Source: an optimization exercise on an open RTL-to-GDS flow (aim: small area, a short achievable clock period and few clock cycles per item). Production flows keep margins and buffers that such runs may drop.
RTL that was checked went through simulation tests only; none was proved equivalent to the original.
Power is estimated from default activity; no workload was simulated.

build 22:
## vector_floating_point_divide_unit_iterative
module vector_floating_point_divide_unit_iterative #(
  parameter int VLEN = 128,
  parameter int SEW  = 32
) (
  input  logic            clock,
  input  logic            reset,
  input  logic            flush,
  input  logic            in_valid,
  output logic            in_ready,
  input  logic            reverse,
  input  logic [VLEN-1:0] vs2,
  input  logic [VLEN-1:0] vs1,
  output logic            out_valid,
  input  logic            out_ready,
  output logic [VLEN-1:0] vd,
  output logic [4:0]      fflags
);
Size: roughly 5,100 cells after synthesis, ~650 flip-flops.
Settings: LEC_CHECK=0, CAP_MARGIN=20, CORE_MARGIN=2, CORE_UTILIZATION=40, SETUP_SLACK_MARGIN=2.0, SLEW_MARGIN=20, TNS_END_PERCENT=0; clock period 5.5 ns.
standard.sh (not shown) runs the stock make flow with config.mk's settings and CLKGATE_MAP_FILE= SYNTH_SCRIPT=/design/flow/synth_recipe.tcl, a recipe that flattens the netlist after the stock synthesis.
==> flow/flow/run.sh <==
#!/bin/bash
set -o pipefail
cp standard.sh standard_sh.txt
export BUFFER_PORTS_ARGS="-buffer_cell sky130_fd_sc_hd__buf_1"
bash standard.sh > standard.log 2>&1
## Diff of input files: build 74 against build 22
diff --git a/flow/design.v b/flow/design.v
--- a/flow/design.v
+++ b/flow/design.v
@@ -1010,32 +1010,31 @@
       10'd1011: r = 4'b0010;
       10'd1012: r = 4'b0010;
       10'd1013: r = 4'b0010;
       default: r = 4'b0000;
     endcase
     sel_digit = r;
   endfunction
   logic [3:0] dg_q;        
-  logic [2:0] dgs_q;       
   logic qpos, qneg, qone, qtwo;
   assign qpos = dg_q[3] | dg_q[2];
   assign qneg = dg_q[1] | dg_q[0];
   assign qone = dg_q[2] | dg_q[1];
   assign qtwo = dg_q[3] | dg_q[0];
   logic [26:0] mag, addend;
   assign mag    = ({27{qone}} & {3'b000, 1'b1, d_q}) | ({27{qtwo}} & {2'b00, 1'b1, d_q, 1'b0});
   assign addend = qpos ? ~mag : mag;
   logic [26:0] sum, cy;
   assign sum = s_q ^ c_q ^ addend;
   assign cy  = (s_q & c_q) | (s_q & addend) | (c_q & addend);
   logic [26:0] mag_t, addend_t;
   logic [24:17] sum_t, cy_t;
-  assign mag_t    = ({27{dgs_q[1]}} & {3'b000, 1'b1, d_q}) | ({27{dgs_q[0]}} & {2'b00, 1'b1, d_q, 1'b0});
-  assign addend_t = dgs_q[2] ? ~mag_t : mag_t;
+  assign mag_t    = mag;
+  assign addend_t = addend;
   assign sum_t    = s_q[24:17] ^ c_q[24:17] ^ addend_t[24:17];
   assign cy_t     = (s_q[24:17] & c_q[24:17]) | (s_q[24:17] & addend_t[24:17]) | (c_q[24:17] & addend_t[24:17]);
   logic [6:0] est_n, est_ld;
   logic [3:0] dg_n, dg_ld;
   assign est_n  = sum_t[24:18] + cy_t[23:17];
   assign dg_n   = sel_digit(d_q[22:20], est_n);
   assign est_ld = h_in ? {2'b00, 1'b1, op_a[22:19]} : {3'b000, 1'b1, op_a[22:20]};
   assign dg_ld  = sel_digit(op_b[22:20], est_ld);
@@ -1101,22 +1100,20 @@
     end
   end
   assign flags = rnd_flags;
   always_ff @(posedge clock) begin
     if (load) begin
       s_q   <= h_in ? {2'b00, 1'b1, op_a[22:0], 1'b0} : {3'b000, 1'b1, op_a[22:0]};
       c_q   <= '0;
       dg_q  <= dg_ld;
-      dgs_q <= {dg_ld[3] | dg_ld[2], dg_ld[2] | dg_ld[1], dg_ld[3] | dg_ld[0]};
     end else begin
       s_q   <= {sum[24:0], 2'b00};
       c_q   <= {cy[23:0], qpos, 2'b00};
       dg_q  <= dg_n;
-      dgs_q <= {dg_n[3] | dg_n[2], dg_n[2] | dg_n[1], dg_n[3] | dg_n[0]};
     end
   end
   always_ff @(posedge clock) begin
     if (load) begin
       d_q       <= op_b[22:0];
       e_q       <= e_in;
       h_q       <= h_in;
       s_sign_q  <= sign_in;
### Flow results
Build 74 ends up with lower number of placement rows than build 22 does.
Measured against build 22, the pin count of the biggest net entering global routing of build 74 comes out at 1.2 times the reference value.
Lower setup slack among build 74 and build 22: build 22
Delta (build 74 minus build 22): final cell count without fillers has decreased; highest achievable clock rate rose 1.9 MHz; final period demand of the worst path shows a reduction of 0.028 ns.
Min share of power burned in combinational logic across build 74 and build 22: build 22
Build 74 vs build 22 — non-clock inverter instance count of the final layout dropped by a few percent
Wire length essentially unchanged between build 22 and build 74.
On met2 capacity usage during global routing: between build 74 and build 22, it ends up higher for build 22.
g_lane[2].u_lane.c_q[12]$_SDFF_PN0_ as the start point of the critical path was reported by build 22, and g_lane[3].u_lane.h_q$_DFFE_PN_ by build 74.
Testbench counts of build 74, summed over its fixed seeds: cycles 26,904, items 1,920.
For build 22, only the layout was checked, not whether the RTL still works.

## harbor
RTL: one of the versions met above, not the one the previous note started from.
Size: ~4900 cells after synthesis, about 640 flip-flops, about 0.046 sq mm of cells after synthesis.
Settings: LEC_CHECK=0, CAP_MARGIN=20, CORE_MARGIN=2, CORE_UTILIZATION=50, SETUP_SLACK_MARGIN=2.0, SLEW_MARGIN=20, TNS_END_PERCENT=0; clock period 5.5 ns.
Scripts as last shown in full above: flow/flow/run.sh
Testbench counts of harbor, summed over its fixed seeds: cycles 26,904, items 1,920.
What raven does differently from harbor at the input level:
--- a/flow/design.v
+++ b/flow/design.v
@@ -1010,31 +1010,32 @@
       10'd1011: r = 4'b0010;
       10'd1012: r = 4'b0010;
       10'd1013: r = 4'b0010;
       default: r = 4'b0000;
     endcase
     sel_digit = r;
   endfunction
   logic [3:0] dg_q;        
+  logic [2:0] dgs_q;       
   logic qpos, qneg, qone, qtwo;
   assign qpos = dg_q[3] | dg_q[2];
   assign qneg = dg_q[1] | dg_q[0];
   assign qone = dg_q[2] | dg_q[1];
   assign qtwo = dg_q[3] | dg_q[0];
   logic [26:0] mag, addend;
   assign mag    = ({27{qone}} & {3'b000, 1'b1, d_q}) | ({27{qtwo}} & {2'b00, 1'b1, d_q, 1'b0});
   assign addend = qpos ? ~mag : mag;
   logic [26:0] sum, cy;
   assign sum = s_q ^ c_q ^ addend;
   assign cy  = (s_q & c_q) | (s_q & addend) | (c_q & addend);
   logic [26:0] mag_t, addend_t;
   logic [24:17] sum_t, cy_t;
-  assign mag_t    = mag;
-  assign addend_t = addend;
+  assign mag_t    = ({27{dgs_q[1]}} & {3'b000, 1'b1, d_q}) | ({27{dgs_q[0]}} & {2'b00, 1'b1, d_q, 1'b0});
+  assign addend_t = dgs_q[2] ? ~mag_t : mag_t;
   assign sum_t    = s_q[24:17] ^ c_q[24:17] ^ addend_t[24:17];
   assign cy_t     = (s_q[24:17] & c_q[24:17]) | (s_q[24:17] & addend_t[24:17]) | (c_q[24:17] & addend_t[24:17]);
   logic [6:0] est_n, est_ld;
   logic [3:0] dg_n, dg_ld;
   assign est_n  = sum_t[24:18] + cy_t[23:17];
   assign dg_n   = sel_digit(d_q[22:20], est_n);
   assign est_ld = h_in ? {2'b00, 1'b1, op_a[22:19]} : {3'b000, 1'b1, op_a[22:20]};
   assign dg_ld  = sel_digit(op_b[22:20], est_ld);
@@ -1100,20 +1101,22 @@
     end
   end
   assign flags = rnd_flags;
   always_ff @(posedge clock) begin
     if (load) begin
       s_q   <= h_in ? {2'b00, 1'b1, op_a[22:0], 1'b0} : {3'b000, 1'b1, op_a[22:0]};
       c_q   <= '0;
       dg_q  <= dg_ld;
+      dgs_q <= {dg_ld[3] | dg_ld[2], dg_ld[2] | dg_ld[1], dg_ld[3] | dg_ld[0]};
     end else begin
       s_q   <= {sum[24:0], 2'b00};
       c_q   <= {cy[23:0], qpos, 2'b00};
       dg_q  <= dg_n;
+      dgs_q <= {dg_n[3] | dg_n[2], dg_n[2] | dg_n[1], dg_n[3] | dg_n[0]};
     end
   end
   always_ff @(posedge clock) begin
     if (load) begin
       d_q       <= op_b[22:0];
       e_q       <= e_in;
       h_q       <= h_in;
       s_sign_q  <= sign_in;
[summary]
When raven is set beside harbor, its met1 capacity usage during global routing turns out to be 1.3 points smaller. raven reports its critical path's slowest cell as sky130_fd_sc_hd__or4b_4 while harbor reports sky130_fd_sc_hd__fa_1. harbor and raven ended up with nearly the same share of the final layout cell area in sequential cells. Post-placement worst setup slack: raven vs harbor down 0.021 ns. On post-synthesis instance total: between harbor and raven, it ends up lower for harbor. Between harbor and raven, the end-of-flow core utilization is higher for harbor. Summary: with harbor as the reference, count of different cell masters after synthesis in raven moved up slightly. raven reached the final stage; the timing, design-rule and antenna checks on its layout passed.
For raven, only the layout was checked, not whether the RTL still works.

vector_floating_point_divide_unit_iterative, a different RTL version from the one above (not shown whole).
Size: about 5100 cells after synthesis, ~640 flip-flops, roughly 400 I/O pins.
export LEC_CHECK = 0
export CAP_MARGIN = 20
export CORE_MARGIN = 2
export CORE_UTILIZATION = 50
export SETUP_SLACK_MARGIN = 2.0
export SLEW_MARGIN = 20
export TNS_END_PERCENT = 0
create_clock -name core_clock -period 5.5 [get_ports {clock}]
Scripts as last shown in full above: flow/flow/run.sh
Rerun with:
--- a/flow/design.v
+++ b/flow/design.v
@@ -1062,37 +1062,40 @@
   assign q_dec = q_q - 26'd1;
   assign dig   = {qtwo | (qone & qneg), qone};
   logic        neg, nz, neg_c, nz_c;
   logic [26:0] wsum;
   assign wsum  = s_q + c_q;
   assign neg_c = wsum[26];
   assign nz_c  = ((s_q ^ c_q) != {(s_q[25:0] | c_q[25:0]), 1'b0});
   assign neg   = fin1 ? neg_c : neg_q;
   assign nz    = fin1 ? nz_c  : nz_q;
   logic        lead1, norm, r, xb, lsb, up, inexact;
   logic [22:0] frac, fr, fr_inc;
+  logic [23:0] inc_a, inc_b;
   logic        c_inc, c;
   logic [9:0]  e0, e_inc, e_fin;
   logic        ovf, unf, ovf0, unf0, ovf1, unf1;
   logic [31:0] rnd_res;
   logic [4:0]  rnd_flags;
   always_comb begin
     lead1   = q_q[25];
     norm    = ~h_q | lead1;
     frac    = lead1 ? q_q[24:2] : q_q[23:1];
     r       = lead1 ? q_q[1]    : q_q[0];
     xb      = lead1 & q_q[0];
     lsb     = frac[0];
     up      = r & (xb | (~neg & (lsb | nz)));
     inexact = r | xb | nz;
-    {c_inc, fr_inc} = {1'b0, frac} + 24'd1;
+    inc_a   = {1'b0, q_q[24:2]} + 24'd1;
+    inc_b   = {1'b0, q_q[23:1]} + 24'd1;
+    {c_inc, fr_inc} = lead1 ? inc_a : inc_b;
     fr      = up ? fr_inc : frac;
     c       = up & c_inc;
     e0      = e_q + {9'd0, norm};
     e_inc   = e0 + 10'd1;
     ovf0    = ($signed(e0) >= 10'sd255);
     unf0    = ($signed(e0) <= 10'sd0);
     ovf1    = ($signed(e_inc) >= 10'sd255);
     unf1    = ($signed(e_inc) <= 10'sd0);
     e_fin   = c ? e_inc : e0;
     ovf     = c ? ovf1 : ovf0;
     unf     = c ? unf1 : unf0;
Result: Core utilization rises by 0.54 points. Die area goes up by 0.67%. Clock power grows by 9.6%. Non-clock buffer count rises by 33. Total power climbs by 4.2%. Final area rose by 1.2%. Routed wire length rose by 0.46%. Worst hold slack improves by 0.092 ns. Setup slack gets worse by 0.014 ns.
No functional check of the RTL was part of any run of this note.

## main
The RTL this note starts from:
==> flow/design.v <==
package vector_floating_point_divide_unit_iterative_pkg;
  localparam logic [2:0] ZERO   = 3'd0;
  localparam logic [2:0] NORMAL = 3'd1;
  localparam logic [2:0] INF    = 3'd2;
  localparam logic [2:0] QNAN   = 3'd3;
  localparam logic [2:0] SNAN   = 3'd4;
  localparam int FF_NV = 4;
  localparam int FF_DZ = 3;
  localparam int FF_OF = 2;
  localparam int FF_UF = 1;
  localparam int FF_NX = 0;
  localparam logic [1:0] IDLE   = 2'd0;
  localparam logic [1:0] DIVIDE = 2'd1;
  localparam logic [1:0] ROUND  = 2'd2;
  localparam logic [1:0] DONE   = 2'd3;
  localparam logic [31:0] FP32_CANONICAL_NAN  = 32'h7FC00000;
  localparam int          FP32_BIAS           = 127;
  localparam int          FP32_DIV_ITERATIONS = 26;
  function automatic logic [2:0] fp32_classify(input logic [31:0] x);
    logic [2:0] c;
    if (x[30:23] == 8'h00)      c = ZERO;
    else if (x[30:23] == 8'hFF) c = (x[22:0] == 23'd0) ? INF :
                                    (x[22] ? QNAN : SNAN);
    else                        c = NORMAL;
    fp32_classify = c;
  endfunction
endpackage
module fp32_divide_lane (
  input  logic        clock,
  input  logic        load,
  input  logic        step,
  input  logic        round,
  input  logic [30:0] op_a,
  input  logic [30:0] op_b,
  input  logic        sign_in,
  output logic [31:0] result,
  output logic [4:0]  flags
);
  localparam int NV = vector_floating_point_divide_unit_iterative_pkg::FF_NV;
  localparam int DZ = vector_floating_point_divide_unit_iterative_pkg::FF_DZ;
  localparam int OF = vector_floating_point_divide_unit_iterative_pkg::FF_OF;
  localparam int UF = vector_floating_point_divide_unit_iterative_pkg::FF_UF;
  localparam int NX = vector_floating_point_divide_unit_iterative_pkg::FF_NX;
  logic [26:0] s_q, c_q;   
  logic [22:0] d_q;        
  logic [25:0] q_q;        
  logic [9:0]  e_q;        
  logic        h_q;        
  logic        s_sign_q;
  logic        sp_nan_q, sp_inf_q, sp_zero_q, sp_nv_q, sp_dz_q;
  logic        rs_q;
  logic [7:0]  re_q;
  logic a_zero, a_inf, a_nan, a_snan, b_zero, b_inf, b_nan, b_snan;
  logic a_ff, b_ff, a_fz, b_fz;
  assign a_ff   = &op_a[30:23];
  assign b_ff   = &op_b[30:23];
  assign a_fz   = ~|op_a[22:0];
  assign b_fz   = ~|op_b[22:0];
  assign a_zero = ~|op_a[30:23];
  assign b_zero = ~|op_b[30:23];
  assign a_inf  = a_ff & a_fz;
  assign b_inf  = b_ff & b_fz;
  assign a_nan  = a_ff & ~a_fz;
  assign b_nan  = b_ff & ~b_fz;
  assign a_snan = a_nan & ~op_a[22];
  assign b_snan = b_nan & ~op_b[22];
  logic p_nan, p_inf, p_zero, p_nv, p_dz, p_invalid;
  assign p_invalid = (a_zero & b_zero) | (a_inf & b_inf);
  assign p_nan  = a_nan | b_nan | p_invalid;
  assign p_nv   = a_snan | b_snan | p_invalid;
  assign p_inf  = ~p_nan & (a_inf | b_zero);
  assign p_dz   = ~p_nan & ~a_inf & b_zero;
  assign p_zero = ~p_nan & ~a_inf & ~b_zero & (a_zero | b_inf);
  logic [9:0] e_in;
  assign e_in = {2'b00, op_a[30:23]} - {2'b00, op_b[30:23]} + 10'd126;
  logic h_in;
  assign h_in = (op_a[22:20] <= op_b[22:20]);
  logic [6:0] est;
  assign est = s_q[26:20] + c_q[26:20];
  logic signed [6:0] m2, m1, m0, mm1;
  always_comb begin
    case (d_q[22:20])
      3'd0: begin m2 = 7'sd12; m1 = 7'sd3; m0 = -7'sd5;  mm1 = -7'sd13; end
      3'd1: begin m2 = 7'sd14; m1 = 7'sd4; m0 = -7'sd6;  mm1 = -7'sd15; end
      3'd2: begin m2 = 7'sd15; m1 = 7'sd4; m0 = -7'sd6;  mm1 = -7'sd16; end
      3'd3: begin m2 = 7'sd16; m1 = 7'sd4; m0 = -7'sd7;  mm1 = -7'sd18; end
      3'd4: begin m2 = 7'sd18; m1 = 7'sd5; m0 = -7'sd8;  mm1 = -7'sd20; end
      3'd5: begin m2 = 7'sd19; m1 = 7'sd5; m0 = -7'sd8;  mm1 = -7'sd21; end
      3'd6: begin m2 = 7'sd20; m1 = 7'sd5; m0 = -7'sd9;  mm1 = -7'sd23; end
      default: begin m2 = 7'sd22; m1 = 7'sd6; m0 = -7'sd10; mm1 = -7'sd25; end
    endcase
  end
  logic ge2, ge1, ge0, gem1;
  assign ge2  = ($signed(est) >= m2);
  assign ge1  = ($signed(est) >= m1);
  assign ge0  = ($signed(est) >= m0);
  assign gem1 = ($signed(est) >= mm1);
  logic qpos, qneg, qone, qtwo;
  assign qpos = ge1;                        
  assign qneg = ~ge0;                       
  assign qtwo = ge2 | ~gem1;                
  assign qone = (ge1 & ~ge2) | (gem1 & ~ge0);  
  logic [26:0] mag, addend;
  assign mag    = ({27{qone}} & {3'b000, 1'b1, d_q}) | ({27{qtwo}} & {2'b00, 1'b1, d_q, 1'b0});
  assign addend = qpos ? ~mag : mag;
  logic [26:0] sum, cy;
  assign sum = s_q ^ c_q ^ addend;
  assign cy  = (s_q & c_q) | (s_q & addend) | (c_q & addend);
  logic [25:0] q_dec;
  logic [1:0]  dig;
  assign q_dec = q_q - 26'd1;
  assign dig   = {qtwo | (qone & qneg), qone};
  logic        neg, nz;
  logic [26:0] wsum;
  assign wsum = s_q + c_q;
  assign neg  = wsum[26];
  assign nz   = ((s_q ^ c_q) != {(s_q[25:0] | c_q[25:0]), 1'b0});
  logic        lead1, norm, r, xb, lsb, up, inexact;
  logic [22:0] frac, fr, fr_inc;
  logic        c_inc, c;
  logic [9:0]  e0, e_inc, e_fin;
  logic        ovf, unf, ovf0, unf0, ovf1, unf1;
  logic [31:0] rnd_res;
  logic [4:0]  rnd_flags;
  always_comb begin
    lead1   = q_q[25];
    norm    = ~h_q | lead1;
    frac    = lead1 ? q_q[24:2] : q_q[23:1];
    r       = lead1 ? q_q[1]    : q_q[0];
    xb      = lead1 & q_q[0];
    lsb     = frac[0];
    up      = r & (xb | (~neg & (lsb | nz)));
    inexact = r | xb | nz;
    {c_inc, fr_inc} = {1'b0, frac} + 24'd1;
    fr      = up ? fr_inc : frac;
    c       = up & c_inc;
    e0      = e_q + {9'd0, norm};
    e_inc   = e0 + 10'd1;
    ovf0    = ($signed(e0) >= 10'sd255);
    unf0    = ($signed(e0) <= 10'sd0);
    ovf1    = ($signed(e_inc) >= 10'sd255);
    unf1    = ($signed(e_inc) <= 10'sd0);
    e_fin   = c ? e_inc : e0;
    ovf     = c ? ovf1 : ovf0;
    unf     = c ? unf1 : unf0;
    rnd_flags = '0;
    if (sp_nan_q) begin
      rnd_res       = 32'h7FC00000;
      rnd_flags[NV] = sp_nv_q;
    end else if (sp_inf_q) begin
      rnd_res       = {s_sign_q, 8'hFF, 23'd0};
      rnd_flags[DZ] = sp_dz_q;
    end else if (sp_zero_q) begin
      rnd_res       = {s_sign_q, 31'd0};
    end else if (ovf) begin
      rnd_res       = {s_sign_q, 8'hFF, 23'd0};
      rnd_flags[OF] = 1'b1;
      rnd_flags[NX] = 1'b1;
    end else if (unf) begin
      rnd_res       = {s_sign_q, 31'd0};
      rnd_flags[UF] = 1'b1;
      rnd_flags[NX] = 1'b1;
    end else begin
      rnd_res       = {s_sign_q, e_fin[7:0], fr};
      rnd_flags[NX] = inexact;
    end
  end
  assign flags = rnd_flags;
  always_ff @(posedge clock) begin
    if (load) begin
      s_q       <= h_in ? {2'b00, 1'b1, op_a[22:0], 1'b0} : {3'b000, 1'b1, op_a[22:0]};
      c_q       <= '0;
      d_q       <= op_b[22:0];
      e_q       <= e_in;
      h_q       <= h_in;
      s_sign_q  <= sign_in;
      sp_nan_q  <= p_nan;
      sp_inf_q  <= p_inf;
      sp_zero_q <= p_zero;
      sp_nv_q   <= p_nv;
      sp_dz_q   <= p_dz;
    end else if (step) begin
      s_q <= {sum[24:0], 2'b00};
      c_q <= {cy[23:0], qpos, 2'b00};
      q_q <= qneg ? {q_dec[23:0], dig} : {q_q[23:0], dig};
    end
    if (round) begin
      q_q[22:0] <= rnd_res[22:0];
      re_q      <= rnd_res[30:23];
      rs_q      <= rnd_res[31];
    end
  end
  assign result = {rs_q, re_q, q_q[22:0]};
endmodule
module vector_floating_point_divide_unit_iterative #(
  parameter int VLEN = 128,
  parameter int SEW  = 32
) (
  input  logic            clock,
  input  logic            reset,
  input  logic            flush,
  input  logic            in_valid,
  output logic            in_ready,
  input  logic            reverse,
  input  logic [VLEN-1:0] vs2,
  input  logic [VLEN-1:0] vs1,
  output logic            out_valid,
  input  logic            out_ready,
  output logic [VLEN-1:0] vd,
  output logic [4:0]      fflags
);
  localparam int NUM_LANES = VLEN / SEW;
  localparam int STEPS     = 13;
  if (SEW != 32) begin : g_sew_chk
    $error("vector divider supports SEW=32 only");
  end
  if (VLEN % 32 != 0) begin : g_vlen_chk
    $error("VLEN must be a multiple of 32");
  end
  logic       ld_q;       
  logic       it_q;
  logic       rnd_q;
  logic [3:0] cnt_q;
  logic       ov_q;
  logic       accept, step_en, last, it_d;
  assign in_ready  = ld_q;
  assign out_valid = ov_q;
  assign accept    = ld_q & in_valid & ~flush;
  assign step_en   = it_q & (~ov_q | out_ready);
  assign last      = (cnt_q == 4'(STEPS - 1));
  assign it_d      = accept | (it_q & ~(step_en & last));
  always_ff @(posedge clock or posedge reset) begin
    if (reset) begin
      ld_q  <= 1'b0;
      it_q  <= 1'b0;
      rnd_q <= 1'b0;
      cnt_q <= '0;
      ov_q  <= 1'b0;
    end else if (flush) begin
      ld_q  <= 1'b1;
      it_q  <= 1'b0;
      rnd_q <= 1'b0;
      cnt_q <= '0;
      ov_q  <= 1'b0;
    end else begin
      it_q  <= it_d;
      if (step_en) cnt_q <= last ? 4'd0 : cnt_q + 4'd1;
      rnd_q <= step_en & last;
      ld_q  <= ~accept & ~it_d;
      if (rnd_q)          ov_q <= 1'b1;
      else if (out_ready) ov_q <= 1'b0;
    end
  end
  logic [NUM_LANES-1:0][31:0] lane_res;
  logic [NUM_LANES-1:0][4:0]  lane_flags;
  logic [4:0]                 flags_or;
  for (genvar i = 0; i < NUM_LANES; i++) begin : g_lane
    logic [30:0] op_a, op_b;
    assign op_a = reverse ? vs1[32*i +: 31] : vs2[32*i +: 31];
    assign op_b = reverse ? vs2[32*i +: 31] : vs1[32*i +: 31];
    assign vd[32*i +: 32] = lane_res[i];
    fp32_divide_lane u_lane (
      .clock    (clock),
      .load     (ld_q),
      .step     (step_en),
      .round    (rnd_q),
      .op_a     (op_a),
      .op_b     (op_b),
      .sign_in  (vs1[32*i+31] ^ vs2[32*i+31]),
      .result   (lane_res[i]),
      .flags    (lane_flags[i])
    );
  end
  always_comb begin
    flags_or = '0;
    for (int i = 0; i < NUM_LANES; i++) flags_or = flags_or | lane_flags[i];
  end
  always_ff @(posedge clock) begin
    if (rnd_q) fflags <= flags_or;
  end
endmodule
clock: 5.5 ns
lec_check: 0
cap_margin: 20
core_margin: 2
core_utilization: 40
slew_margin: 20
run.sh (not shown) runs the stock make flow with config.mk's settings and CLKGATE_MAP_FILE= SYNTH_SCRIPT=/design/flow/synth_recipe.tcl, a recipe that flattens the netlist after the stock synthesis.
Stock flow here: none of the scripts above is used.
Modified inputs, the feature branch compared to main
--- a/flow/design.v
+++ b/flow/design.v
@@ -74,21 +74,21 @@
   logic [9:0] e_in;
   assign e_in = {2'b00, op_a[30:23]} - {2'b00, op_b[30:23]} + 10'd126;
   logic h_in;
   assign h_in = (op_a[22:20] <= op_b[22:20]);
-  logic [6:0] est;
-  assign est = s_q[26:20] + c_q[26:20];
-  logic signed [6:0] m2, m1, m0, mm1;
+  logic [7:0] est;
+  assign est = s_q[26:19] + c_q[26:19];
+  logic signed [7:0] m2, m1, m0, mm1;
   always_comb begin
     case (d_q[22:20])
-      3'd0: begin m2 = 7'sd12; m1 = 7'sd3; m0 = -7'sd5;  mm1 = -7'sd13; end
-      3'd1: begin m2 = 7'sd14; m1 = 7'sd4; m0 = -7'sd6;  mm1 = -7'sd15; end
-      3'd2: begin m2 = 7'sd15; m1 = 7'sd4; m0 = -7'sd6;  mm1 = -7'sd16; end
-      3'd3: begin m2 = 7'sd16; m1 = 7'sd4; m0 = -7'sd7;  mm1 = -7'sd18; end
-      3'd4: begin m2 = 7'sd18; m1 = 7'sd5; m0 = -7'sd8;  mm1 = -7'sd20; end
-      3'd5: begin m2 = 7'sd19; m1 = 7'sd5; m0 = -7'sd8;  mm1 = -7'sd21; end
-      3'd6: begin m2 = 7'sd20; m1 = 7'sd5; m0 = -7'sd9;  mm1 = -7'sd23; end
-      default: begin m2 = 7'sd22; m1 = 7'sd6; m0 = -7'sd10; mm1 = -7'sd25; end
+      3'd0: begin m2 = 8'sd24; m1 = 8'sd6;  m0 = -8'sd10; mm1 = -8'sd26; end
+      3'd1: begin m2 = 8'sd27; m1 = 8'sd7;  m0 = -8'sd12; mm1 = -8'sd30; end
+      3'd2: begin m2 = 8'sd30; m1 = 8'sd8;  m0 = -8'sd13; mm1 = -8'sd33; end
+      3'd3: begin m2 = 8'sd32; m1 = 8'sd8;  m0 = -8'sd14; mm1 = -8'sd36; end
+      3'd4: begin m2 = 8'sd35; m1 = 8'sd9;  m0 = -8'sd16; mm1 = -8'sd40; end
+      3'd5: begin m2 = 8'sd38; m1 = 8'sd10; m0 = -8'sd17; mm1 = -8'sd43; end
+      3'd6: begin m2 = 8'sd40; m1 = 8'sd10; m0 = -8'sd18; mm1 = -8'sd46; end
+      default: begin m2 = 8'sd43; m1 = 8'sd11; m0 = -8'sd20; mm1 = -8'sd50; end
     endcase
   end
   logic ge2, ge1, ge0, gem1;
   assign ge2  = ($signed(est) >= m2);
## What came out
Looking only at count of inverters not on the clock network in the layout, and setting everything else aside, the lower value of main and the feature branch goes to main. | fraction of power consumed by combinational cells | higher: the feature branch |. Across both runs, transition time at the pin with the least slew margin was lower for the feature branch than for main. The portion of the clock cycle consumed by the worst path in the final layout number comes out lower for main vs the feature branch. Lower clock share of power goes to the feature branch over main. Cell area | the feature branch vs main | the feature branch larger. Number of global-route vias before repair ended up about 1.3% higher on the feature branch than on main. Part of the total power dissipated in sequential elements: lower on the feature branch. The feature branch ended with every stage complete and zero timing, DRC or antenna violations. For main, the peak-usage layer in the global routing report was met1, unlike the feature branch, where it was met2.
Function was not checked in any run of this note: the RTL went through the layout flow alone.

==> what the ideal ports hide <==
In the flow no input, the clock included, has a driving cell. The finished layouts below were timed again as built, in two steps. Step 1 assumes that a clkbuf_16 drives the clock port and a buf_2 every other input. Step 2 also shifts input and output timing later by t, the mid clock arrival at the registers, as if the neighbouring blocks saw the same clock. Slacks: no drivers / after step 1 / after step 2; pairs: no drivers / after step 1.
run | t, ns | setup WS [ns] | hold slack, ns | pins driven straight from the clock port
build 22 | 0.712 | 1.695 / 1.695 / 0.992 | 0.406 / 0.390 / 0.481 | 1
build 74 | 0.721 | 1.723 / 1.723 / 1.144 | 0.405 / 0.365 / 0.496 | 1
harbor | 0.707 | 1.795 / 1.795 / 1.165 | 0.391 / 0.349 / 0.495 | 1
raven | 0.709 | 1.695 / 1.695 / 1.181 | 0.386 / 0.354 / 0.493 | 1
the first run of note 3 | 0.710 | 1.755 / 1.755 / 1.214 | 0.384 / 0.328 / 0.489 | 1
the second run of note 3 | 0.716 | 1.741 / 1.741 / 1.196 | 0.475 / 0.425 / 0.480 | 1
main | 0.712 | 0.748 / 0.748 / 0.343 | 0.481 / 0.481 / 0.481 | 1
the feature branch | 0.703 | 0.647 / 0.647 / 0.647 | 0.477 / 0.477 / 0.477 | 1
After both steps setup and hold are still met in every run listed. For build 22, which loses most, drivers alone change the setup slack by 0.000 ns; drivers and shift together by -0.703 ns.
